Source: an optimization exercise on an open RTL-to-GDS flow (aim: a short achievable clock period and few clock cycles). Production flows keep margins and buffers that such runs may drop.
Only simulation tests tie the RTL to the original design; equivalence was not proved.
No activity file was given, so power comes from the tool's default toggle rates.

[design/flow/config.mk]
export PLATFORM = sky130hd
export DESIGN_NAME = mipsCore
export DESIGN_NICKNAME = mipsCore
export VERILOG_FILES = /design/flow/design.v
export SDC_FILE = /design/flow/constraint.sdc
export NUM_CORES = 4
export LEC_CHECK = 0
export CAP_MARGIN = 20
export CORE_MARGIN = 2
export CORE_UTILIZATION = 40
export SLEW_MARGIN = 20
[design/flow/constraint.sdc]
create_clock -name core_clock -period 7.0 [get_ports {Clk}]
set_input_delay 1.4000 -clock core_clock [delete_from_list [all_inputs] [get_ports {Clk}]]
set_output_delay 1.4000 -clock core_clock [all_outputs]
set_load 0.01 [all_outputs]
[design/flow/design.v]
`timescale 1ns/1ns
package corePkg;
	typedef logic [32-1:0] wordT;
	typedef logic [4:0] regIdxT;
	typedef enum logic [5:0] {
		opSpecial = 6'd0,
		opJ       = 6'd2,
		opBeq     = 6'd4,
		opBne     = 6'd5,
		opAddiu   = 6'd9,
		opSlti    = 6'd10,
		opAndi    = 6'd12,
		opOri     = 6'd13,
		opXori    = 6'd14,
		opLui     = 6'd15,
		opLw      = 6'd35,
		opSw      = 6'd43
	} opcodeT;
	typedef enum logic [5:0] {
		fnSll  = 6'd0,
		fnSrl  = 6'd2,
		fnSra  = 6'd3,
		fnAdd  = 6'd32,  
		fnAddu = 6'd33,
		fnSub  = 6'd34,  
		fnSubu = 6'd35,
		fnAnd  = 6'd36,
		fnOr   = 6'd37,
		fnXor  = 6'd38,
		fnNor  = 6'd39,
		fnSlt  = 6'd42,
		fnSltu = 6'd43
	} functT;
	typedef enum logic [3:0] {
		aluAdd, aluSub, aluAnd, aluOr, aluXor, aluNor,
		aluSlt, aluSltu, aluSll, aluSrl, aluSra, aluLui
	} aluOpT;
	typedef struct packed {
		wordT pc;
		wordT instr;
	} fetchPayloadT;
	typedef struct packed {
		wordT pc;
		aluOpT aluOp;
		wordT opA;
		wordT opB;
		wordT storeData;
		wordT branchTarget;  
		regIdxT destReg;
		logic writes;
		logic isLoad;
		logic isStore;
		logic isBeq;
		logic isBne;
		logic isJump;
	} decodePayloadT;
	typedef struct packed {
		wordT result;  
		wordT storeData;
		regIdxT destReg;
		logic writes;
		logic isLoad;
		logic isStore;
	} execPayloadT;
endpackage
`timescale 1ns/1ns
module fetchStage (
	input logic Clk,
	input logic rstN,
	input logic redirect,
	input corePkg::wordT redirectPc,
	output logic instCyc,
	output logic instStb,
	output corePkg::wordT instAdr,
	input corePkg::wordT instDatIn,
	input logic instAck,
	output logic outValid,
	input logic outHold,
	output corePkg::fetchPayloadT outPayload
);
	corePkg::wordT pc;  
	logic discard;  
	logic outFree;
	logic outFire;
	logic acceptWord;
	assign outFire = outValid && !outHold;
	assign outFree = !outValid || !outHold;
	assign acceptWord = instCyc && instAck && !discard && !redirect;
	always_ff @(posedge Clk or negedge rstN) begin
		if (!rstN) begin
			pc <= 32'h0000_0000;
			instAdr <= 32'h0000_0000;
			instCyc <= 1'b0;
			instStb <= 1'b0;
			discard <= 1'b0;
			outValid <= 1'b0;
		end else begin
			if (outFire)
				outValid <= 1'b0;
			if (instCyc) begin
				if (instAck) begin
					instCyc <= 1'b0;
					instStb <= 1'b0;
					discard <= 1'b0;
					if (acceptWord) begin
						outValid <= 1'b1;
						pc <= instAdr + 4;
					end
				end else if (redirect) begin
					discard <= 1'b1;  
				end
			end else if (outFree && !redirect) begin
				instCyc <= 1'b1;
				instStb <= 1'b1;
				instAdr <= pc;
			end
			if (redirect)
				pc <= redirectPc;
		end
	end
	always_ff @(posedge Clk) begin
		if (acceptWord) begin
			outPayload.pc <= instAdr;
			outPayload.instr <= instDatIn;
		end
	end
endmodule
`timescale 1ns/1ns
module decodeStage (
	input logic Clk,
	input logic rstN,
	input logic inValid,
	output logic inHold,
	input corePkg::fetchPayloadT inPayload,
	output logic outValid,
	input logic outHold,
	output corePkg::decodePayloadT outPayload,
	input logic redirect,
	input logic wbEn,
	input corePkg::regIdxT wbReg,
	input corePkg::wordT wbData
);
	corePkg::wordT regs [32];
	corePkg::wordT instr, rsVal, rtVal, simm, zimm;
	corePkg::regIdxT rs, rt, rd;
	corePkg::opcodeT opcode;
	corePkg::functT funct;
	corePkg::decodePayloadT dec;
	logic [32-1:0] pending, pendNow, clrMask, setMask;
	logic useRs, useRt, stall, outFree, issue, inFire;
	assign instr = inPayload.instr;
	assign opcode = corePkg::opcodeT'(instr[31:26]);
	assign funct = corePkg::functT'(instr[5:0]);
	assign rs = instr[25:21];
	assign rt = instr[20:16];
	assign rd = instr[15:11];
	assign simm = {{(32-16){instr[15]}}, instr[15:0]};
	assign zimm = {{(32-16){1'b0}}, instr[15:0]};
	assign rsVal = (rs == '0) ? '0 : (wbEn && wbReg == rs) ? wbData : regs[rs];
	assign rtVal = (rt == '0) ? '0 : (wbEn && wbReg == rt) ? wbData : regs[rt];
	always_ff @(posedge Clk) begin
		if (wbEn && wbReg != '0)
			regs[wbReg] <= wbData;
	end
	always_comb begin
		dec = '0;
		dec.pc = inPayload.pc;
		dec.aluOp = corePkg::aluAdd;
		dec.opA = rsVal;
		dec.opB = rtVal;
		dec.storeData = rtVal;
		dec.destReg = rt;
		useRs = 1'b0;
		useRt = 1'b0;
		if (instr != '0) begin  
			case (opcode)
				corePkg::opSpecial: begin
					dec.destReg = rd;
					dec.writes = 1'b1;
					useRs = 1'b1;
					useRt = 1'b1;
					case (funct)
						corePkg::fnSll, corePkg::fnSrl, corePkg::fnSra: begin
							dec.aluOp = (funct == corePkg::fnSll) ? corePkg::aluSll :
								(funct == corePkg::fnSrl) ? corePkg::aluSrl : corePkg::aluSra;
							dec.opA = rtVal;
							dec.opB = corePkg::wordT'(instr[10:6]);  
							useRs = 1'b0;
						end
						corePkg::fnAdd, corePkg::fnAddu: dec.aluOp = corePkg::aluAdd;
						corePkg::fnSub, corePkg::fnSubu: dec.aluOp = corePkg::aluSub;
						corePkg::fnAnd: dec.aluOp = corePkg::aluAnd;
						corePkg::fnOr: dec.aluOp = corePkg::aluOr;
						corePkg::fnXor: dec.aluOp = corePkg::aluXor;
						corePkg::fnNor: dec.aluOp = corePkg::aluNor;
						corePkg::fnSlt: dec.aluOp = corePkg::aluSlt;
						corePkg::fnSltu: dec.aluOp = corePkg::aluSltu;
						default: dec.writes = 1'b0;
					endcase
				end
				corePkg::opAddiu, corePkg::opSlti, corePkg::opLw, corePkg::opSw: begin
					dec.aluOp = (opcode == corePkg::opSlti) ? corePkg::aluSlt : corePkg::aluAdd;
					dec.opB = simm;
					dec.writes = (opcode != corePkg::opSw);
					dec.isLoad = (opcode == corePkg::opLw);
					dec.isStore = (opcode == corePkg::opSw);
					useRs = 1'b1;
					useRt = (opcode == corePkg::opSw);  
				end
				corePkg::opAndi, corePkg::opOri, corePkg::opXori, corePkg::opLui: begin
					dec.aluOp = (opcode == corePkg::opAndi) ? corePkg::aluAnd :
						(opcode == corePkg::opOri) ? corePkg::aluOr :
						(opcode == corePkg::opXori) ? corePkg::aluXor : corePkg::aluLui;
					dec.opB = zimm;
					dec.writes = 1'b1;
					useRs = (opcode != corePkg::opLui);
				end
				corePkg::opBeq, corePkg::opBne: begin
					dec.isBeq = (opcode == corePkg::opBeq);
					dec.isBne = (opcode == corePkg::opBne);
					dec.branchTarget = {simm[32-3:0], 2'b00};
					useRs = 1'b1;
					useRt = 1'b1;
				end
				corePkg::opJ: begin
					dec.isJump = 1'b1;
					dec.branchTarget = corePkg::wordT'({instr[25:0], 2'b00});
				end
				default: ;
			endcase
		end
		if (dec.destReg == '0)
			dec.writes = 1'b0;
	end
	assign clrMask = wbEn ? (32'(1) << wbReg) : '0;
	assign pendNow = pending & ~clrMask;
	assign setMask = (issue && dec.writes) ? (32'(1) << dec.destReg) : '0;
	assign stall = (useRs && pendNow[rs]) || (useRt && pendNow[rt]) ||
		(dec.writes && pendNow[dec.destReg]);
	assign outFree = !outValid || !outHold;
	assign inHold = !redirect && (stall || !outFree);
	assign inFire = inValid && !inHold;
	assign issue = inFire && !redirect;  
	always_ff @(posedge Clk or negedge rstN) begin
		if (!rstN) begin
			pending <= '0;
			outValid <= 1'b0;
		end else begin
			pending <= pendNow | setMask;
			if (redirect)
				outValid <= 1'b0;
			else if (outFree)
				outValid <= issue;
		end
	end
	always_ff @(posedge Clk) begin
		if (issue)
			outPayload <= dec;
	end
endmodule
`timescale 1ns/1ns
module executeStage (
	input logic Clk,
	input logic rstN,
	input logic inValid,
	output logic inHold,
	input corePkg::decodePayloadT inPayload,
	output logic outValid,
	input logic outHold,
	output corePkg::execPayloadT outPayload,
	output logic redirect,
	output corePkg::wordT redirectPc
);
	localparam int W = 32;
	corePkg::wordT a, b, result, pcPlus4;
	logic taken, isCtl, inFire;
	assign a = inPayload.opA;
	assign b = inPayload.opB;
	assign pcPlus4 = inPayload.pc + 4;
	always_comb begin
		case (inPayload.aluOp)
			corePkg::aluAdd: result = a + b;
			corePkg::aluSub: result = a - b;
			corePkg::aluAnd: result = a & b;
			corePkg::aluOr: result = a | b;
			corePkg::aluXor: result = a ^ b;
			corePkg::aluNor: result = ~(a | b);
			corePkg::aluSlt: result = corePkg::wordT'($signed(a) < $signed(b));
			corePkg::aluSltu: result = corePkg::wordT'(a < b);
			corePkg::aluSll: result = a << b[4:0];
			corePkg::aluSrl: result = a >> b[4:0];
			corePkg::aluSra: result = $signed(a) >>> b[4:0];
			corePkg::aluLui: result = {b[15:0], 16'h0000};
			default: result = a + b;
		endcase
	end
	assign isCtl = inPayload.isBeq || inPayload.isBne || inPayload.isJump;
	assign taken = inPayload.isJump || (inPayload.isBeq && a == b) ||
		(inPayload.isBne && a != b);
	assign inFire = inValid && !inHold;
	assign redirect = inFire && taken;
	assign redirectPc = inPayload.isJump ?
		{pcPlus4[W-1:W-4], inPayload.branchTarget[W-5:0]} :
		pcPlus4 + inPayload.branchTarget;
	assign inHold = outValid && outHold;
	always_ff @(posedge Clk or negedge rstN) begin
		if (!rstN)
			outValid <= 1'b0;
		else if (!inHold)
			outValid <= inValid && !isCtl;  
	end
	always_ff @(posedge Clk) begin
		if (inFire) begin
			outPayload.result <= result;
			outPayload.storeData <= inPayload.storeData;
			outPayload.destReg <= inPayload.destReg;
			outPayload.writes <= inPayload.writes;
			outPayload.isLoad <= inPayload.isLoad;
			outPayload.isStore <= inPayload.isStore;
		end
	end
endmodule
`timescale 1ns/1ns
module memoryStage (
	input logic Clk,
	input logic rstN,
	input logic inValid,
	output logic inHold,
	input corePkg::execPayloadT inPayload,
	output logic dataCyc,
	output logic dataStb,
	output logic dataWe,
	output corePkg::wordT dataAdr,
	output corePkg::wordT dataWrDat,
	input corePkg::wordT dataRdDat,
	input logic dataAck,
	output logic wbEn,
	output corePkg::regIdxT wbReg,
	output corePkg::wordT wbData
);
	logic isMem;
	logic busDone;
	logic inFire;
	assign isMem = inPayload.isLoad || inPayload.isStore;
	assign busDone = dataCyc && dataAck;
	assign inHold = inValid && isMem && !busDone;
	assign inFire = inValid && !inHold;
	assign dataAdr = inPayload.result;
	assign dataWrDat = inPayload.storeData;
	always_ff @(posedge Clk or negedge rstN) begin
		if (!rstN) begin
			dataCyc <= 1'b0;
			dataStb <= 1'b0;
			dataWe <= 1'b0;
		end else if (dataCyc) begin
			if (dataAck) begin
				dataCyc <= 1'b0;
				dataStb <= 1'b0;
				dataWe <= 1'b0;
			end
		end else if (inValid && isMem) begin
			dataCyc <= 1'b1;
			dataStb <= 1'b1;
			dataWe <= inPayload.isStore;
		end
	end
	assign wbEn = inFire && inPayload.writes;
	assign wbReg = inPayload.destReg;
	assign wbData = inPayload.isLoad ? dataRdDat : inPayload.result;  
endmodule
`timescale 1ns/1ns
module mipsCore (
	input logic Clk,
	input logic rstN,
	output logic instCyc,
	output logic instStb,
	output corePkg::wordT instAdr,
	input corePkg::wordT instDatIn,
	input logic instAck,
	output logic dataCyc,
	output logic dataStb,
	output logic dataWe,
	output corePkg::wordT dataAdr,
	output corePkg::wordT dataWrDat,
	input corePkg::wordT dataRdDat,
	input logic dataAck
);
	logic redirect;
	corePkg::wordT redirectPc;
	logic wbEn;
	corePkg::regIdxT wbReg;
	corePkg::wordT wbData;
	logic fdValid, fdHold;
	corePkg::fetchPayloadT fdPayload;
	logic deValid, deHold;
	corePkg::decodePayloadT dePayload;
	logic emValid, emHold;
	corePkg::execPayloadT emPayload;
	fetchStage fetchStage_inst (
		.Clk(Clk),
		.rstN(rstN),
		.redirect(redirect),
		.redirectPc(redirectPc),
		.instCyc(instCyc),
		.instStb(instStb),
		.instAdr(instAdr),
		.instDatIn(instDatIn),
		.instAck(instAck),
		.outValid(fdValid),
		.outHold(fdHold),
		.outPayload(fdPayload)
	);
	decodeStage decodeStage_inst (
		.Clk(Clk),
		.rstN(rstN),
		.inValid(fdValid),
		.inHold(fdHold),
		.inPayload(fdPayload),
		.outValid(deValid),
		.outHold(deHold),
		.outPayload(dePayload),
		.redirect(redirect),
		.wbEn(wbEn),
		.wbReg(wbReg),
		.wbData(wbData)
	);
	executeStage executeStage_inst (
		.Clk(Clk),
		.rstN(rstN),
		.inValid(deValid),
		.inHold(deHold),
		.inPayload(dePayload),
		.outValid(emValid),
		.outHold(emHold),
		.outPayload(emPayload),
		.redirect(redirect),
		.redirectPc(redirectPc)
	);
	memoryStage memoryStage_inst (
		.Clk(Clk),
		.rstN(rstN),
		.inValid(emValid),
		.inHold(emHold),
		.inPayload(emPayload),
		.dataCyc(dataCyc),
		.dataStb(dataStb),
		.dataWe(dataWe),
		.dataAdr(dataAdr),
		.dataWrDat(dataWrDat),
		.dataRdDat(dataRdDat),
		.dataAck(dataAck),
		.wbEn(wbEn),
		.wbReg(wbReg),
		.wbData(wbData)
	);
endmodule
[design/flow/run.sh]
#!/bin/bash
# synth_recipe.tcl (not shown) runs the flow's synth.tcl, then flattens the netlist and writes it again
# the make line also repeats each setting of config.mk as NAME=value (left out here)
make -C /OpenROAD-flow-scripts/flow DESIGN_CONFIG=/design/flow/config.mk WORK_HOME=/design/flow/orfs CLKGATE_MAP_FILE= SYNTH_SCRIPT=/design/flow/synth_recipe.tcl finish
==> run summary <==
Status
The run finished with no timing, DRC or antenna violations.

Power and ir drop
Of the total power, the share spent switching nets is 0.386. In this run the power density over the cells is roughly 440 mW/mm^2. For this design the static power due to leakage is 28.8 nW. The relative contribution of combinational cells to total power is 0.430. The switching power summed over all nets is between 10 and 15 mW.

The relative contribution of the clock network to total power is 0.221. The peak ir drop on the vdd network is 0.000277 V. The share of total power dissipated in sequential elements is 0.349.

The internal power component is around 23 mW.

Timing
Headroom to the max-slew limit came out at 0.301. The tightest hold margin is roughly 0.42 ns. The final sum of negative setup slack is 0 ns. The worst clock skew is 0.0395 ns.

The portion of the clock cycle consumed by the worst path in the final layout is 0.769. The number of hold violations in the final report was 0. The final-report setup violation count is 0.

At the pin with the least slew margin, the transition time is 1.05 ns. The number of max-slew violations in the final report came to 0. For this run, the top clock speed supported by timing is approximately 0.19 GHz. Setup repair after global routing left no endpoint under its margin. The smallest clock period supported by the final layout is computed as ~5.4 ns.

Routing
The average detailed-routed wire length per instance is 31.7 um. In this run the remaining antenna-violating nets after routing total 0. After the first detailed-routing iteration, the DRC count stood at between 6,000 and 7,000. In the routed design, unresolved DRC markers number 0. Before antenna repair, the detailed router went through 7 iterations.

The number of vias per cell after detailed routing is between 6 and 7. Across all layers, the routed design uses ~49,000 vias. The routed wire length is ~240 mm.

Run
The max-capacitance violation count is 0.

Synthesis
The average instance area after synthesis is 15.3 um^2. Counting flops and latches in the post-synthesis netlist gives ~1,400. Of the total synthesized cell area, the portion taken by AND, OR, NAND and NOR gates is 0.0545.

The proportion of register bits with asynchronous set or reset after synthesis is 0.0727. The most used flip-flop cell after synthesis is sky130_fd_sc_hd__edfxtp_1. The synthesized instance count is approximately 5,000. The complex-gate fraction of the synthesized area is 0.0799.

The post-synthesis adder-cell area fraction is 0.0217. Yosys printed 4 warnings. The combinational family with the most area after synthesis is multiplexers. Measured against the total synthesized area, the mux share comes to 0.240.

Synthesis instantiated 98 different standard cells from the library. The number of enable-type register cells in the synthesized netlist is roughly 1,300. The mapped netlist covers 0.0764 mm^2. The sequential cell area fraction in the yosys report is 0.560.

The fraction of synthesized cell area in xor and xnor cells is 0.0109.

Final layout
The count of fill cells added during filler insertion is roughly 16,000. The final layout contains approximately 5,300 nets. Leaving out filler cells and counting taps, the final layout contains roughly 7,700.

The area growth from synthesis to layout is 12.7%. The multi-input combinational cells in the finished layout cover a total of roughly 0.032 mm^2. The share of layout cells above drive strength 1 is 0.240. The final antenna diode count is 0. The sequential cell area is roughly 0.043 mm^2. After routing the design area is between 0.08 and 0.09 mm^2.

Place
The number of port buffers is 168. The cell count after placement is around 7,400. The HPWL after detailed placement is around 160 mm.

Summing all placed instances gives a cell area of approximately 0.081 mm^2. The last weighted congestion value of the routability-driven placer is 0.950.

Die
The starting density of the core is 0.402. In this run the vertical extent of the chip is around 440 um. The area of the die is about 0.19 mm^2.

The top-level I/O count is about 170. The total area inside the core boundary comes to 0.190 mm^2. The number of cell rows is 160. The die span in x is between 400 and 500 um.

Worst hold path
Counting instances, the worst hold path has a depth of 0. The worst min-delay path class is reg -> reg. The beginning of the worst hold path is decodeStage_inst.outPayload[61]$_DFFE_PN_. The worst hold path endpoint is executeStage_inst.outPayload[26]$_DFFE_PP_.

Clock network
The number of hold buffers added after CTS is 0. The number of clock sinks is 1,445. The buffers inserted during post-CTS setup optimization is 0. The worst-case clock buffer depth is 3.

The clock latency on the worst-skew pair is 0.83 ns. In this run, CTS created clock tree buffers numbering about 160. Clock-pin slew was measured on the worst setup and hold paths at approximately 0.060 ns. After clock tree synthesis, the repair step resized 0 gates. The clock tree from TritonCTS is done. The buffer cell driving the clock tree root is sky130_fd_sc_hd__clkbuf_16. The H-tree generated during clock tree synthesis spans 4 levels.

Setup path
The startpoint of the lowest-slack register-to-register path is fetchStage_inst.outPayload[29]$_DFFE_PP_. The worst flop-to-flop path endpoint is decodeStage_inst.outPayload[80]$_DFFE_PN_. In this run the worst path has a maximum fanout of 50. The type of element launching the critical path is a flip-flop.

By startpoint and endpoint, the worst setup path is classified as reg -> reg. The kind of end point of the critical path is a flip-flop. Setup slack on the worst reg-to-reg path comes out at approximately 1.6 ns.

The path depth of the worst reg2reg path is 11. At the worst endpoint, the required time is about 7.5 ns. STA puts the critical path data arrival time at just under 6 ns.

Global route
The number of global-route vias before repair is 48,100. The maximum number of pins on one net before global-route repair is 114. The remaining global-route overflow is 0. The first global-routing pass estimated 349 mm of wire. The global router's overall resource usage is 0.250.

The number of antenna violations at the first check in global routing came to 12.
## cell type report
type | count | share of cell area
Clock buffer | 197 | 0.0488
Inverter | 169 | 0.00743
Clock inverter | 92 | 0.0108
Multi-Input combinational cell | 2986 | 0.366
Tap cell | 2511 | 0.0365
Sequential cell | 1445 | 0.497
Timing Repair Buffer | 296 | 0.0335
## routing by layer
metal | share of wire | vias to the layer above | global-route usage
li1 | - | 20400 | -
met1 | 0.39 | 25600 | 0.335
met2 | 0.48 | 2372 | 0.398
met3 | 0.086 | 451 | 0.0478
met4 | 0.044 | 4 | 0.107
met5 | 0.00010 | - | 0
## cell usage in the layout, fill, tap and decap left out, types with 33 or more instances in the layout
master                            synthesis  routed
sky130_fd_sc_hd__mux4_2                 714     714
sky130_fd_sc_hd__o31ai_1                 42      42
sky130_fd_sc_hd__edfxtp_1              1330    1330
sky130_fd_sc_hd__ha_1                   128     128
sky130_fd_sc_hd__o21ai_0                221     221
sky130_fd_sc_hd__a21oi_1                192     191
sky130_fd_sc_hd__clkdlybuf4s50_1          0     167
sky130_fd_sc_hd__buf_4                   64     109
sky130_fd_sc_hd__a211oi_1                48      48
sky130_fd_sc_hd__a21o_1                  36      36
sky130_fd_sc_hd__o22ai_1                 52      52
sky130_fd_sc_hd__xor2_1                  43      43
sky130_fd_sc_hd__xnor2_1                 52      52
sky130_fd_sc_hd__mux2_2                  54      54
sky130_fd_sc_hd__dfrtp_1                105     105
sky130_fd_sc_hd__nor3_1                  58      56
sky130_fd_sc_hd__mux2i_1                117     117
sky130_fd_sc_hd__nand2_1                256     255
sky130_fd_sc_hd__clkbuf_16                0     161
sky130_fd_sc_hd__nor2_1                 288     256
sky130_fd_sc_hd__inv_1                  165     162
sky130_fd_sc_hd__o211ai_1                64      64
sky130_fd_sc_hd__a22oi_1                 33      33
sky130_fd_sc_hd__nand3_1                 65      64
## worst max-delay path by stage
| stage | start | end | slack, ns |
|---|---|---|---|
| 2_1_floorplan | decodeStage_inst.outPayload[77]$_DFFE_PN_ | decodeStage_inst.outPayload[0]$_SDFFCE_PP0N_ | 0.02 |
| 4_1_cts | fetchStage_inst.outPayload[29]$_DFFE_PP_ | decodeStage_inst.outPayload[55]$_DFFE_PN_ | 1.71 |
| 5_1_grt | fetchStage_inst.outPayload[29]$_DFFE_PP_ | decodeStage_inst.outPayload[76]$_DFFE_PN_ | 1.55 |
| 3_5_place_dp | dataAck | decodeStage_inst.outPayload[51]$_DFFE_PN_ | 0.91 |
| 3_3_place_gp | dataAck | decodeStage_inst.outPayload[52]$_DFFE_PN_ | 0.88 |
| 6_report | fetchStage_inst.outPayload[29]$_DFFE_PP_ | decodeStage_inst.outPayload[80]$_DFFE_PN_ | 1.62 |
## power groups by stage
stage               clock, mW  sequential [mW]  combinational, mW
floorplan                   0             12.3               11.5
global placement            0             13.4               15.9
detailed placement          0             13.4               16.0
CTS                      8.48             13.2               16.0
global route             8.82             13.3               17.4
finish                   8.35             13.2               16.2
## metrics by stage
step / utilization / setup WS (ns) / power [mW]
after floorplan: - / 0.0189 / 23.7
after global placement: 0.426 / 0.884 / 29.3
after detailed placement: 0.426 / 0.913 / 29.4
after CTS: 0.453 / 1.71 / 37.7
after global routing: 0.454 / 1.55 / 39.5
final: 0.454 / 1.62 / 37.8
## worst max-delay path, cell delays in order (launching register included)
cell	delay, ns
sky130_fd_sc_hd__edfxtp_1	0.52
sky130_fd_sc_hd__or4_1	0.62
sky130_fd_sc_hd__nor3_1	0.39
sky130_fd_sc_hd__o31a_2	0.75
sky130_fd_sc_hd__mux2i_2	0.86
sky130_fd_sc_hd__o22ai_1	0.24
sky130_fd_sc_hd__a22oi_1	0.33
sky130_fd_sc_hd__a221oi_2	0.15
sky130_fd_sc_hd__nor3_4	0.33
sky130_fd_sc_hd__nand3_2	0.15
sky130_fd_sc_hd__clkinvlp_4	0.31
sky130_fd_sc_hd__buf_12	0.30
## registers in the layout, summed over array words and instances, names as in the netlist, 32 cells and up, named ones only
name	count
decodeStage_inst.outPayload	170
decodeStage_inst.regs	1024
executeStage_inst.outPayload	72
fetchStage_inst.pc	32
fetchStage_inst.instAdr	32
decodeStage_inst.pending	32
fetchStage_inst.outPayload	64
## Yosys cell counts (all sizes together) (29+ instances only)
master / number / area (um^2)
edfxtp: 1330 / 39900
mux4: 714 / 16100
nor2: 288 / 1080
clkbuf: 260 / 976
nand2: 256 / 961
o21ai: 223 / 1120
a21oi: 192 / 961
inv: 168 / 631
buf: 165 / 906
ha: 128 / 1600
mux2i: 120 / 1220
dfrtp: 105 / 2630
mux2: 86 / 1070
nand3: 66 / 335
o211ai: 65 / 502
nor3: 59 / 307
o22ai: 52 / 325
xnor2: 52 / 455
a211oi: 48 / 360
o31ai: 43 / 337
xor2: 43 / 377
a21o: 36 / 270
o41ai: 36 / 345
a22oi: 33 / 248
a221oi: 31 / 284
and3: 30 / 188
nand4: 29 / 181
## logic make-up (layout without fill, tap and decap cells)
logic type                 Yosys count  in the layout
DFF                               1445           1445
muxes                              920            920
AOI/OAI and AO/OA                  916            916
and+or+nand+nor                    892            892
buffers and inverters              594            754
adders and majority gates          131            131
xor gates and xnor gates            95             95
other                                1             32
Testbench counts, summed over its fixed seeds: cycles 48,587.

==> re-timing with driven ports <==
How much do the figures lean on ideal ports? The routed layout below was timed once more, with nothing changed but the port constraints. Step 1 sets driving cells, clkbuf_16 on the clock port and buf_2 on the other inputs (assumed; they add their load-dependent delay and slew). Step 2 also shifts input and output timing later by t, the mid clock arrival at the registers, as if the neighbouring blocks saw the same clock. a / b / c = ideal ports / drivers / drivers and shift; a / b = the first two.
t, ns: 0.899
slack for setup (ns): 1.618 / 1.618 / 0.904
latest minus earliest clock arrival (ns): 0.041 / 0.040
worst register clock-pin slew, ns: 0.07 / 0.07
worst slew at a driven data input, ns: 0.04
After both steps this run still meets setup and hold. The setup slack of this run moves by 0.000 ns with the drivers and by -0.714 ns with both steps.
